Source: an optimization exercise on an open RTL-to-GDS flow (aim: small area, a short achievable clock period and few clock cycles per item). Production flows keep margins and buffers that such runs may drop. Only simulation tests tie the RTL to the original design; equivalence was not proved. No activity file was given, so power comes from the tool's default toggle rates.

the previous run:
Design tcp_synack_reply_builder, start of the top module:
module tcp_synack_reply_builder (
  input  logic         clk,
  input  logic         rst,
  input  logic         in_valid,
  output logic         in_stall,
  input  logic [271:0] in_data,
  output logic         out_valid,
  input  logic         out_stall,
  output logic [256:0] out_data,
  input  logic         psel,
  input  logic         penable,
  input  logic         pwrite,
  input  logic [2:0]   paddr,
  input  logic [31:0]  pwdata,
  output logic [31:0]  prdata,
  output logic         pready
);
==> flow/config.mk <==
export PLATFORM = sky130hd
export DESIGN_NAME = tcp_synack_reply_builder
export DESIGN_NICKNAME = tcp_synack_reply_builder
export VERILOG_FILES = /design/flow/design.v
export SDC_FILE = /design/flow/constraint.sdc
export NUM_CORES = 4
export LEC_CHECK = 0
export ABC_AREA = 0
export CAP_MARGIN = 20
export CORE_MARGIN = 2
export CORE_UTILIZATION = 60
export PLACE_DENSITY = 0.75
export SETUP_SLACK_MARGIN = 3.9
export SLEW_MARGIN = 20
==> flow/constraint.sdc <==
create_clock -name core_clock -period 8.0 [get_ports {clk}]
set_input_delay 1.6000 -clock core_clock [delete_from_list [all_inputs] [get_ports {clk}]]
set_output_delay 1.6000 -clock core_clock [all_outputs]
set_load 0.01 [all_outputs]
standard.sh (not shown) runs the stock make flow with config.mk's settings and CLKGATE_MAP_FILE= SYNTH_SCRIPT=/design/flow/synth_recipe.tcl, a recipe that flattens the netlist after the stock synthesis.
==> flow/flow/run.sh <==
#!/bin/bash
# Standard ORFS layout (the standard.sh), with the port buffers that
# buffer_ports inserts made sky130_fd_sc_hd__buf_1 instead of its default pick.
set -uo pipefail
bash standard.sh BUFFER_PORTS_ARGS="-buffer_cell sky130_fd_sc_hd__buf_1" finish > standard_make.log 2>&1
status=$?
tail -50 standard_make.log
exit $status
Testbench counts of the previous run, summed over its fixed seeds: cycles 9,608, items 9,600.
Edits applied to the flow inputs when going from the previous run to the current run:
diff --git a/flow/design.v b/flow/design.v
--- a/flow/design.v
+++ b/flow/design.v
@@ -534,47 +534,36 @@
   assign ip_b = {ip_s63, ip_s61, ip_s59, ip_s57, ip_s55, ip_s53, ip_s51, ip_s49, ip_s47, ip_s45, ip_s43, ip_s41, ip_s39, ip_s37, ip_s35, ip_c64};
   assign tcp_a = {tcp_c254, tcp_c252, tcp_c250, tcp_c248, tcp_c246, tcp_c244, tcp_c242, tcp_c240, tcp_c238, tcp_c236, tcp_c234, tcp_c232, tcp_c230, tcp_c228, tcp_c226, tcp_s225};
   assign tcp_b = {tcp_s255, tcp_s253, tcp_s251, tcp_s249, tcp_s247, tcp_s245, tcp_s243, tcp_s241, tcp_s239, tcp_s237, tcp_s235, tcp_s233, tcp_s231, tcp_s229, tcp_s227, tcp_c256};
   logic [15:0] tcp_x, tcp_y, tcp_hs, tcp_hc;
   assign tcp_x  = ~tcp_a;
   assign tcp_y  = ~tcp_b;
   assign tcp_hs = tcp_x ^ tcp_y ^ {15'd0, seq_wrap};
   assign tcp_hc = (tcp_x & tcp_y) | ({15'd0, seq_wrap} & (tcp_x ^ tcp_y));
-  logic [15:0] ipx, ipy, tcx, tcy, ip_bs, tcp_bs;
-  logic [3:0] ip_bc, tcp_bc;
-  assign ipx = ~ip_a;
-  assign ipy = ~ip_b;
-  assign tcx = ~tcp_a;
-  assign tcy = ~tcp_b;
-  assign {ip_bc[0], ip_bs[3:0]} = {1'b0, ipx[3:0]} + {1'b0, ipy[3:0]};
-  assign {ip_bc[1], ip_bs[7:4]} = {1'b0, ipx[7:4]} + {1'b0, ipy[7:4]};
-  assign {ip_bc[2], ip_bs[11:8]} = {1'b0, ipx[11:8]} + {1'b0, ipy[11:8]};
-  assign {ip_bc[3], ip_bs[15:12]} = {1'b0, ipx[15:12]} + {1'b0, ipy[15:12]};
-  localparam int W = 1 + 48 + 48 + 32 + 32 + 32 + 32 + 20 + 32;
+  localparam int W = 1 + 48 + 48 + 32 + 32 + 32 + 32 + 32 + 32 + 0;
   logic         ld;
   logic [W-1:0] nxt, q;
   assign ld       = !out_valid || !out_stall;
   assign in_stall = !ld;
-  assign nxt = {1'b1, smac, dmac, dip, sip, ack_in, ack_next, ip_bs, ip_bc, tcp_hs, {tcp_hc[14:0], tcp_hc[15]}};
+  assign nxt = {1'b1, smac, dmac, dip, sip, ack_in, ack_next, ~ip_a, ~ip_b, tcp_hs, {tcp_hc[14:0], tcp_hc[15]}};
   always_ff @(posedge clk) begin
     if (rst)     out_valid <= 1'b0;
     else if (ld) out_valid <= in_valid;
   end
   logic ld_m, hold;
   logic [W-1:0] q_d;
   assign ld_m = ld && match;
   assign hold = !ld;
   assign q_d = (nxt & {W{ld_m}}) | (q & {W{hold}});
   always_ff @(posedge clk) begin
     q <= q_d;
   end
   logic        q_send;
   logic [47:0] q_dmac, q_smac;
   logic [31:0] q_sip, q_dip, q_seq, q_ack;
-  logic [15:0] q_ips, q_tcps, q_ipc, q_tcpc;
-  logic [3:0] q_ipbc, q_tcpbc;
-  assign {q_send, q_dmac, q_smac, q_sip, q_dip, q_seq, q_ack, q_ips, q_ipbc, q_tcps, q_tcpc} = q;
-  assign q_tcpbc = '0;
-  assign q_ipc = {1'b0, 1'b0, 1'b0, q_ipbc[2], 1'b0, 1'b0, 1'b0, q_ipbc[1], 1'b0, 1'b0, 1'b0, q_ipbc[0], 1'b0, 1'b0, 1'b0, q_ipbc[3]};
-  assign out_data = {q_send, q_dmac, q_smac, q_sip, q_dip, eac_add0_ks(q_ips, q_ipc),
-                     q_seq, q_ack, eac_add0_ks(q_tcps, q_tcpc)};
+  logic [15:0] q_ipx, q_ipy, q_tcpx, q_tcpy;
+  logic        q_wrap;
+  assign {q_send, q_dmac, q_smac, q_sip, q_dip, q_seq, q_ack, q_ipx, q_ipy, q_tcpx, q_tcpy} = q;
+  assign q_wrap = 1'b0;
+  assign out_data = {q_send, q_dmac, q_smac, q_sip, q_dip, eac_add0_ks(q_ipx, q_ipy),
+                     q_seq, q_ack, eac_add0_ks(q_tcpx, q_tcpy)};
 endmodule
--- outcome ---
From the previous run to the current run the numbers moved as follows: first-iteration DRC count now sits lower; non-filler instance count after layout +5.5%; final cell area excluding filler cells went up by 5.7%; clock power increased about 7%.
Global routing usage on met3 was lower in the run labelled the current run.
When the final numbers for the current run and the previous run were put side by side, the routed length on met2 turned out to be greater in the previous run.
On instance area after placement: the current run sits above the previous run.
Looking at setup slack after layout, the current run sits 0.045 ns above the previous run.
The previous run → the current run: gate count of the mapped netlist +164; aggregate routed wire length -330 µm.
The current run vs the previous run, length in cells of the worst reg-to-reg path went down by 2.
Relative to the previous run, shortest clock period the worst path allows after layout decreased by 0.045 ns in the current run.
Highest metal layer with signal wires = met4: the previous run; highest metal layer with signal wires = met5: the current run
Core utilization: the current run and the previous run compared, lower one is the previous run
When the current run is set beside the previous run, its number of fill cells in the layout turns out to be about 1% larger.
Testbench counts of the current run, summed over its fixed seeds: cycles 9,608, items 9,600.

afterwards: timing with drivers on the ports:
The results above use ideal ports. As a check the final layouts listed here were re-extracted and re-timed, cells and wires unchanged. Step 1 assumes that a clkbuf_16 drives the clock port and a buf_2 every other input. Step 2, shift: input delay + t, output delay - t, t = (earliest + latest rising clock arrival at the registers) / 2. This alone moves slack from input paths to output paths. Slacks: no drivers / after step 1 / after step 2; pairs: no drivers / after step 1.
run | t (ns) | setup slack, ns | clock arrival spread, ns
the previous run | 0.581 | 3.865 / 3.875 / 3.313 | 0.012 / 0.012
the current run | 0.615 | 3.910 / 3.869 / 3.331 | 0.021 / 0.022
After both steps every run listed still meets setup and hold. The setup slack of the current run, which loses most, moves by -0.041 ns with the drivers and by -0.579 ns with both steps.
